Background: an optimization exercise with open tools, aiming at small area and a short achievable clock period. Do not read the settings as production practice. At most, simulation tests tie the RTL to the original design; equivalence was not proved. Power and IR drop assume default switching activity.

==> run C: inputs <==
Design systolic_array, start of the top module:
module systolic_array (
    input  logic           clk,
    input  logic           rst,
    input  logic [31:0]    a_lanes,
    input  logic [31:0]    b_lanes,
    output logic [255:0]   c,
    output logic           done
);
==> module mac_cell, before the edit <==
module mac_cell (
    input  logic        clk,
    input  logic        keep,
    input  logic        shift,
    input  logic        init,
    input  logic [7:0]  a,
    input  logic [4:0]  dl,
    input  logic [4:0]  dh,
    output logic [15:0] acc
);
    localparam logic [15:0] K = systolic_pkg::ACC_INIT;
    logic [8:0]  rl, rh;
    logic [15:0] f, s, c, sum;
    logic [19:0] acc_sh;
    logic [11:0] cy;       
    logic [3:0]  cs;       
    logic [3:0]  cin;
    logic [16:0] rip;
    logic [3:0]  cout;
    booth_multiplier u_rl (.a(a), .d(dl), .row(rl));
    booth_multiplier u_rh (.a(a), .d(dh), .row(rh));
    assign acc_sh = {acc, 4'b0};
    for (genvar k = 0; k < 16; k++) begin : g_fb
        assign f[k] = (keep & acc[k]) | (shift & acc_sh[k]) | (init & K[k]);
    end
    assign cin[0] = dl[2];
    assign cin[1] = keep & cs[1];
    assign cin[2] = (keep & cs[2]) | (shift & cs[1]);
    assign cin[3] = (keep & cs[3]) | (shift & cs[2]);
    assign s[1:0] = f[1:0];
    assign c[1:0] = rl[1:0];
    assign c[2]   = dh[2];
    assign cy[2:0] = '0;
    for (genvar k = 2; k <= 8; k++) begin : g_csa
        assign s[k]    = f[k] ^ rl[k] ^ rh[k-2];
        assign cy[k+1] = (f[k] & rl[k]) | (f[k] & rh[k-2]) | (rl[k] & rh[k-2]);
    end
    assign c[8:3] = cy[8:3];
    assign s[9]   = f[9] ^ rh[7];
    assign cy[10] = f[9] & rh[7];
    assign s[10]  = f[10] ^ rh[8];
    assign cy[11] = f[10] & rh[8];
    assign c[11:9] = cy[11:9];
    assign c[15:12] = '0;
    assign s[15:11] = f[15:11];
    for (genvar b = 0; b < 4; b++) begin : g_cpa
        logic [3:0] p, g;
        logic [4:0] cc;
        assign p = s[4*b +: 4] ^ c[4*b +: 4];
        assign g = s[4*b +: 4] & c[4*b +: 4];
        assign cc[0] = cin[b];
        assign cc[1] = g[0] | (p[0] & cin[b]);
        assign cc[2] = g[1] | (p[1] & g[0]) | (p[1] & p[0] & cin[b]);
        assign cc[3] = g[2] | (p[2] & g[1]) | (p[2] & p[1] & g[0]) | (p[2] & p[1] & p[0] & cin[b]);
        assign cc[4] = g[3] | (p[3] & g[2]) | (p[3] & p[2] & g[1]) | (p[3] & p[2] & p[1] & g[0])
                     | (p[3] & p[2] & p[1] & p[0] & cin[b]);
        assign sum[4*b +: 4] = p ^ cc[3:0];
        assign rip[4*b+4] = cc[4];
    end
    assign rip[0] = 1'b0;
    assign cout = {rip[12], rip[8], rip[4], 1'b0};
    always_ff @(posedge clk) begin
        acc <= sum;
        cs  <= cout;
    end
endmodule
Settings: LEC_CHECK=0, CAP_MARGIN=20, CORE_MARGIN=2, CORE_UTILIZATION=40, SETUP_SLACK_MARGIN=2.6, SLEW_MARGIN=20; clock period 5.5 ns.
standard.sh (not shown) runs the stock make flow with config.mk's settings and CLKGATE_MAP_FILE= SYNTH_SCRIPT=/design/flow/synth_recipe.tcl, a recipe that flattens the netlist after the stock synthesis.
==> flow/flow/run.sh <==
#!/bin/bash
# The standard layout (standard.sh, unchanged synthesis and steps), except
# that the port buffers are plain buffers instead of the delay buffers
# buffer_ports picks by default. make's full output goes to standard_make.log.
set -euo pipefail
export BUFFER_PORTS_ARGS="-buffer_cell sky130_fd_sc_hd__buf_1"
bash standard.sh > standard_make.log 2>&1
==> inputs of run D, as changes to run C <==
--- a/flow/design.v
+++ b/flow/design.v
@@ -84,7 +84,8 @@
     assign c[8:3] = cy[8:3];
-    assign s[9]   = f[9] ^ rh[7];
-    assign cy[10] = f[9] & rh[7];
-    assign s[10]  = f[10] ^ rh[8];
-    assign cy[11] = f[10] & rh[8];
-    assign c[11:9] = cy[11:9];
+    assign s[9]   = f[9] ^ rh[7] ^ cy[9];
+    assign cy[10] = (f[9] & rh[7]) | (f[9] & cy[9]) | (rh[7] & cy[9]);
+    assign s[10]  = f[10] ^ rh[8] ^ cy[10];
+    assign cy[11] = (f[10] & rh[8]) | (f[10] & cy[10]) | (rh[8] & cy[10]);
+    assign c[10:9] = '0;
+    assign c[11]   = cy[11];
     assign c[15:12] = '0;
@@ -92,14 +93,3 @@
     for (genvar b = 0; b < 4; b++) begin : g_cpa
-        logic [3:0] p, g;
-        logic [4:0] cc;
-        assign p = s[4*b +: 4] ^ c[4*b +: 4];
-        assign g = s[4*b +: 4] & c[4*b +: 4];
-        assign cc[0] = cin[b];
-        assign cc[1] = g[0] | (p[0] & cin[b]);
-        assign cc[2] = g[1] | (p[1] & g[0]) | (p[1] & p[0] & cin[b]);
-        assign cc[3] = g[2] | (p[2] & g[1]) | (p[2] & p[1] & g[0]) | (p[2] & p[1] & p[0] & cin[b]);
-        assign cc[4] = g[3] | (p[3] & g[2]) | (p[3] & p[2] & g[1]) | (p[3] & p[2] & p[1] & g[0])
-                     | (p[3] & p[2] & p[1] & p[0] & cin[b]);
-        assign sum[4*b +: 4] = p ^ cc[3:0];
-        assign rip[4*b+4] = cc[4];
+        assign {rip[4*b+4], sum[4*b +: 4]} = {1'b0, s[4*b +: 4]} + {1'b0, c[4*b +: 4]} + {4'b0, cin[b]};
     end
==> flow/flow/run.sh (replaced) <==
#!/bin/bash
# Standard layout, but the port buffers are plain buffers instead of the
# delay buffers buffer_ports picks by default.
set -euo pipefail
export BUFFER_PORTS_ARGS="-buffer_cell sky130_fd_sc_hd__buf_2"
bash standard.sh > standard_make.log 2>&1
--- a/flow/config.mk
+++ b/flow/config.mk
@@ -10,3 +10,3 @@
 export CORE_UTILIZATION = 40
-export SETUP_SLACK_MARGIN = 2.6
+export SETUP_SLACK_MARGIN = 3.2
 export SLEW_MARGIN = 20
==> inputs of run R, as changes to run C <==
==> flow/run.sh (new file) <==
#!/bin/bash
# synth_recipe.tcl (not shown) runs the flow's synth.tcl, then flattens the netlist and writes it again
# the make line also repeats each setting of config.mk as NAME=value (left out here)
make -C /OpenROAD-flow-scripts/flow DESIGN_CONFIG=/design/flow/config.mk WORK_HOME=/design/flow/orfs CLKGATE_MAP_FILE= SYNTH_SCRIPT=/design/flow/synth_recipe.tcl finish
--- a/flow/config.mk
+++ b/flow/config.mk
@@ -9,3 +9,6 @@
 export CORE_MARGIN = 2
-export CORE_UTILIZATION = 40
+export CORE_UTILIZATION = 60
+export CTS_CLUSTER_DIAMETER = 120
+export CTS_CLUSTER_SIZE = 22
+export PLACE_DENSITY = 0.75
 export SETUP_SLACK_MARGIN = 2.6
removed: flow/flow/run.sh
removed: flow/standard.sh
==> qor.csv <==
stage;metric;value;unit
cells_and_area;multi_input_gates;1892;
power;seqPwrFrac;0.390;
setup_path;crit_cells;10;
global_route;grt-busiest-layer;met2;
yosys;synthSimpleGateAreaFrac;0.0663;
cells_and_area;final_util;0.590;
yosys;yosys.area_share.xor_xnor;0.118;
die;n_tap_cell;1030;
global_route;use_met3;0.0689;
yosys;synthesis.nets;3409;
yosys;avgSynthCellArea;10.4;um2
run_status;status;no timing/DRC/antenna violations;
cells_and_area;seq_area;0.0119;mm2
power;p_clk_frac;0.286;
power;p_comb_frac;0.325;
detailed_routing;drt-total-wl;120;mm
setup_path;reg2reg_slack;2820;ps
yosys;synth.area.top_cells;dfxtp_1 (36%), fa_1 (13%), a22oi_1 (7.4%), ha_1 (6.6%), xnor2_1 (6.4%);
yosys;syn_inst;2971;
That was run D.
==> qor.csv <==
stage;metric;value;unit
power;seqPwrFrac;0.442;
run_status;status;no timing/DRC/antenna violations;
yosys;synth.area.top_cells;dfxtp_1 (35%), ha_1 (11%), fa_1 (9.0%), a22oi_1 (8.2%), xnor2_1 (6.7%);
power;p_clk_frac;0.153;
yosys;yosys.area_share.xor_xnor;0.133;
setup_path;reg2reg_slack;2570;ps
global_route;grt-busiest-layer;met2;
die;n_tap_cell;688;
yosys;syn_inst;3187;
yosys;avgSynthCellArea;10.1;um2
yosys;synthesis.nets;3673;
cells_and_area;seq_area;0.0116;mm2
setup_path;crit_cells;9;
cells_and_area;final_util;0.702;
That was run R.
==> qor.csv <==
stage;metric;value;unit
yosys;synth.area.top_cells;dfxtp_1 (35%), ha_1 (11%), fa_1 (9.0%), a22oi_1 (8.2%), xnor2_1 (6.7%);
yosys;yosys.area_share.xor_xnor;0.133;
yosys;avgSynthCellArea;10.1;um2
global_route;use_met3;0.0566;
power;seqPwrFrac;0.410;
detailed_routing;drt-total-wl;100;mm
power;p_clk_frac;0.285;
cells_and_area;final_util;0.465;
power;p_comb_frac;0.305;
yosys;synthesis.nets;3673;
cells_and_area;multi_input_gates;2108;
die;n_tap_cell;1060;
setup_path;reg2reg_slack;2700;ps
run_status;status;no timing/DRC/antenna violations;
That was run C.
Only the layout flow was run in run D; the RTL was not checked for function there.

[port drivers added, routing unchanged]
The flow's constraints put no driver on any port. The routed layouts listed below were extracted and timed again, unchanged, in two steps.
Step 1 sets driving cells, clkbuf_16 on the clock port and buf_2 on the other inputs (assumed; they add their load-dependent delay and slew).
Step 2 times the ports against the registers' clock, not the clock port: input delays grow and output delays shrink by t, the midpoint of the rising clock arrivals with the driver on.
a / b / c = no drivers / after step 1 / after step 2; a / b = the first two.
run | t (ns) | slack for setup (ns) | clock arrival spread, ns
run C | 0.657 | 2.704 / 2.704 / 2.704 | 0.027 / 0.027
run D | 0.699 | 2.816 / 2.816 / 2.585 | 0.033 / 0.033
run R | 0.683 | 2.574 / 2.524 / 2.574 | 0.044 / 0.044
After both steps every run listed still meets setup and hold. For run D, which loses most, drivers alone change the setup slack by 0.000 ns; drivers and shift together by -0.231 ns.
